This design comes from an exercise in tuning for small area, a short achievable clock period and few clock cycles per item on the open sky130 flow, not from production work.
Only simulation tests tie the RTL to the original design; equivalence was not proved.
Power and IR drop assume default switching activity.

==> module huffTreeTop, before the edit <==
module huffTreeTop
(
    input  logic          Clk_in,
    input  logic          n_Rst,
    input  logic          Req,
    output logic          Ack,
    input  logic [89:0]   LeafWeights,
    output logic [119:0]  TreeTable,
    output logic [4:0]    RootRight,
    output logic [4:0]    RootLeft
);
    logic       busy;
    logic [3:0] step;               
    logic [7:0] lw [10];            
    logic [9:0] open;               
    logic [7:0] q [5];              
    logic [2:0] qn;                 
    logic [2:0] qb;                 
    logic [9:0] res [8];
    logic [4:0] rootR;
    logic [4:0] rootL;
    function automatic logic le8(input logic [7:0] a, input logic [7:0] b);
        logic c;
        c = 1'b1;
        for (int k = 0; k < 8; k++)
        begin
            c = (~a[k] & b[k]) | (~a[k] & c) | (b[k] & c);
        end
        le8 = c;
    endfunction
    logic [99:0] befN;
    logic [99:0] bef;
    always_comb
    begin
        for (int i = 0; i < 10; i++)
        begin
            for (int j = 0; j < 10; j++)
            begin
                if (i == j)
                begin
                    befN[10*i+j] = 1'b1;
                end
                else if (i < j)
                begin
                    befN[10*i+j] = le8(LeafWeights[9*i +: 8], LeafWeights[9*j +: 8]);
                end
                else
                begin
                    befN[10*i+j] = ~le8(LeafWeights[9*j +: 8], LeafWeights[9*i +: 8]);
                end
            end
        end
    end
    logic [44:0] befR;
    always_comb
    begin
        int n;
        n = 0;
        for (int i = 0; i < 10; i++)
        begin
            for (int j = 0; j < 10; j++)
            begin
                if (i == j)
                begin
                    bef[10*i+j] = 1'b1;
                end
                else if (i < j)
                begin
                    bef[10*i+j] = befR[n];
                    n = n + 1;
                end
            end
        end
        for (int i = 0; i < 10; i++)
        begin
            for (int j = 0; j < i; j++)
            begin
                bef[10*i+j] = ~bef[10*j+i];
            end
        end
    end
    function automatic logic [9:0] headOf(input logic [9:0] r, input logic [99:0] bm);
        logic [9:0] h;
        for (int i = 0; i < 10; i++)
        begin
            h[i] = r[i] & (&(~r | bm[10*i +: 10]));
        end
        headOf = h;
    endfunction
    logic [9:0] h0;
    logic [9:0] h1;
    logic [9:0] open1;
    assign h0    = headOf(open, bef);
    assign open1 = open & ~h0;
    assign h1    = headOf(open1, bef);
    logic [7:0] L0;
    logic [7:0] L1;
    logic [3:0] I0;
    logic [3:0] I1;
    always_comb
    begin
        L0 = '0;
        L1 = '0;
        I0 = '0;
        I1 = '0;
        for (int i = 0; i < 10; i++)
        begin
            L0 = L0 | ({8{h0[i]}} & lw[i]);
            L1 = L1 | ({8{h1[i]}} & lw[i]);
            I0 = I0 | ({4{h0[i]}} & 4'(i));
            I1 = I1 | ({4{h1[i]}} & 4'(i));
        end
    end
    logic hL0;
    logic hL1;
    logic hP0;
    logic hP1;
    logic [7:0] P0;
    logic [7:0] P1;
    assign hL0 = |open;
    assign hL1 = |open1;
    assign hP0 = (qn != 3'd0);
    assign hP1 = (qn > 3'd1);
    assign P0  = q[0];
    assign P1  = q[1];
    logic fL;                       
    logic sL;                       
    assign fL = hL0 & (~hP0 | le8(L0, P0));
    assign sL = fL ? (hL1 & (~hP0 | le8(L1, P0))) : (hL0 & (~hP1 | le8(L0, P1)));
    logic [7:0] sum;
    always_comb
    begin
        if (fL & sL)
        begin
            sum = L0 + L1;
        end
        else if (~fL & ~sL)
        begin
            sum = P0 + P1;
        end
        else
        begin
            sum = L0 + P0;
        end
    end
    logic [4:0] firstIdx;
    logic [4:0] secondIdx;
    assign firstIdx  = fL ? {1'b0, I0} : (5'd10 + 5'(qb));
    assign secondIdx = (fL & sL) ? {1'b0, I1} :
                       (~fL & ~sL) ? (5'd11 + 5'(qb)) :
                       fL ? (5'd10 + 5'(qb)) : {1'b0, I0};
    logic [9:0] used;
    assign used = ((fL | sL) ? h0 : 10'd0) | ((fL & sL) ? h1 : 10'd0);
    logic [1:0] pop;
    assign pop = 2'(!fL) + 2'(!sL);
    logic start;
    assign start = Req & ~busy & ~Ack;
    always_ff @(posedge Clk_in or negedge n_Rst)
    begin
        if (!n_Rst)
        begin
            busy <= 1'b0;
            Ack  <= 1'b0;
        end
        else
        begin
            if (start)
            begin
                busy <= 1'b1;
            end
            else if (busy && step == 4'd8)
            begin
                busy <= 1'b0;
                Ack  <= 1'b1;
            end
            else if (Ack && !Req)
            begin
                Ack <= 1'b0;
            end
        end
    end
    always_ff @(posedge Clk_in)
    begin
        if (!busy)
        begin
            for (int i = 0; i < 10; i++)
            begin
                lw[i] <= LeafWeights[9*i +: 8];
            end
            begin
                int n;
                n = 0;
                for (int i = 0; i < 10; i++)
                begin
                    for (int j = i + 1; j < 10; j++)
                    begin
                        befR[n] <= befN[10*i+j];
                        n = n + 1;
                    end
                end
            end
            open <= '1;
            qn   <= '0;
            qb   <= '0;
            step <= '0;
        end
        else
        begin
            open <= open & ~used;
            for (int m = 0; m < 5; m++)
            begin
                if (3'(m) == qn - 3'(pop))
                begin
                    q[m] <= sum;
                end
                else if (pop == 2'd1)
                begin
                    q[m] <= (m + 1 < 5) ? q[(m + 1) % 5] : 8'd0;
                end
                else if (pop == 2'd2)
                begin
                    q[m] <= (m + 2 < 5) ? q[(m + 2) % 5] : 8'd0;
                end
            end
            qn   <= qn - 3'(pop) + 3'd1;
            qb   <= qb + 3'(pop);
            step <= step + 4'd1;
            for (int k = 0; k < 8; k++)
            begin
                if (step == 4'(k))
                begin
                    res[k] <= {secondIdx, firstIdx};
                end
            end
            if (step == 4'd8)
            begin
                rootR <= firstIdx;
                rootL <= secondIdx;
            end
        end
    end
    always_comb
    begin
        for (int k = 0; k < 8; k++)
        begin
            TreeTable[15*k +: 15] = {5'(10 + k), res[k]};
        end
    end
    assign RootRight = rootR;
    assign RootLeft  = rootL;
endmodule
Settings: LEC_CHECK=0, ABC_CLOCK_PERIOD_IN_PS=8000, CAP_MARGIN=20, CORE_MARGIN=2, CORE_UTILIZATION=40, PLACE_DENSITY=0.45, SLEW_MARGIN=20; clock period 35.0 ns.
standard.sh (not shown) runs the stock make flow with config.mk's settings and CLKGATE_MAP_FILE= SYNTH_SCRIPT=/design/flow/synth_recipe.tcl, a recipe that flattens the netlist after the stock synthesis.
==> flow/flow/run.sh <==
#!/bin/bash
set -euo pipefail
bash standard.sh SETUP_SLACK_MARGIN=27 finish > standard_flow.log 2>&1
Testbench counts at the start, summed over its fixed seeds: cycles 26,392, trees 2,400.
Then changed:
--- a/flow/design.v
+++ b/flow/design.v
@@ -23,10 +23,19 @@
     function automatic logic le8(input logic [7:0] a, input logic [7:0] b);
         logic c;
+        logic lt;
+        logic eq;
         c = 1'b1;
-        for (int k = 0; k < 8; k++)
+        for (int k = 0; k < 4; k++)
         begin
             c = (~a[k] & b[k]) | (~a[k] & c) | (b[k] & c);
         end
-        le8 = c;
+        lt = 1'b0;
+        eq = 1'b1;
+        for (int k = 7; k >= 4; k--)
+        begin
+            lt = lt | (eq & ~a[k] & b[k]);
+            eq = eq & ~(a[k] ^ b[k]);
+        end
+        le8 = lt | (eq & c);
     endfunction
     logic [99:0] befN;
=> Sequential power grows by 11%. Setup slack improves by 0.29 ns. Hold slack got worse by 0.0051 ns. Global-route usage stays flat. Cell area increases by 2.1%. Clock power is lower by 6.9%. Utilization decreases by 1.0 points.
Testbench counts after the change, summed over its fixed seeds: cycles 26,392, trees 2,400.

## separate check: timing with driven ports
No port has a modelled driver above. Below, the same layouts with a new extraction and two added sets of constraints. Step 1 assumes that a clkbuf_16 drives the clock port and a buf_2 every other input. Step 2 moves the port delays by t, midway between the first and last clock arrival at a register: inputs arrive t later, outputs are due t later. That takes back most of the time a late clock gives input paths. a / b / c = ideal ports / drivers / drivers and shift; a / b = the first two.
run | shift t [ns] | setup slack, ns | hold slack, ns
the first run | 0.621 | 25.958 / 25.901 / 25.280 | 0.485 / 0.485 / 0.485
the second run | 0.581 | 26.251 / 26.242 / 25.661 | 0.480 / 0.480 / 0.480
After both steps every run listed still meets setup and hold. For the first run, which loses most, drivers alone change the setup slack by -0.057 ns; drivers and shift together by -0.678 ns.
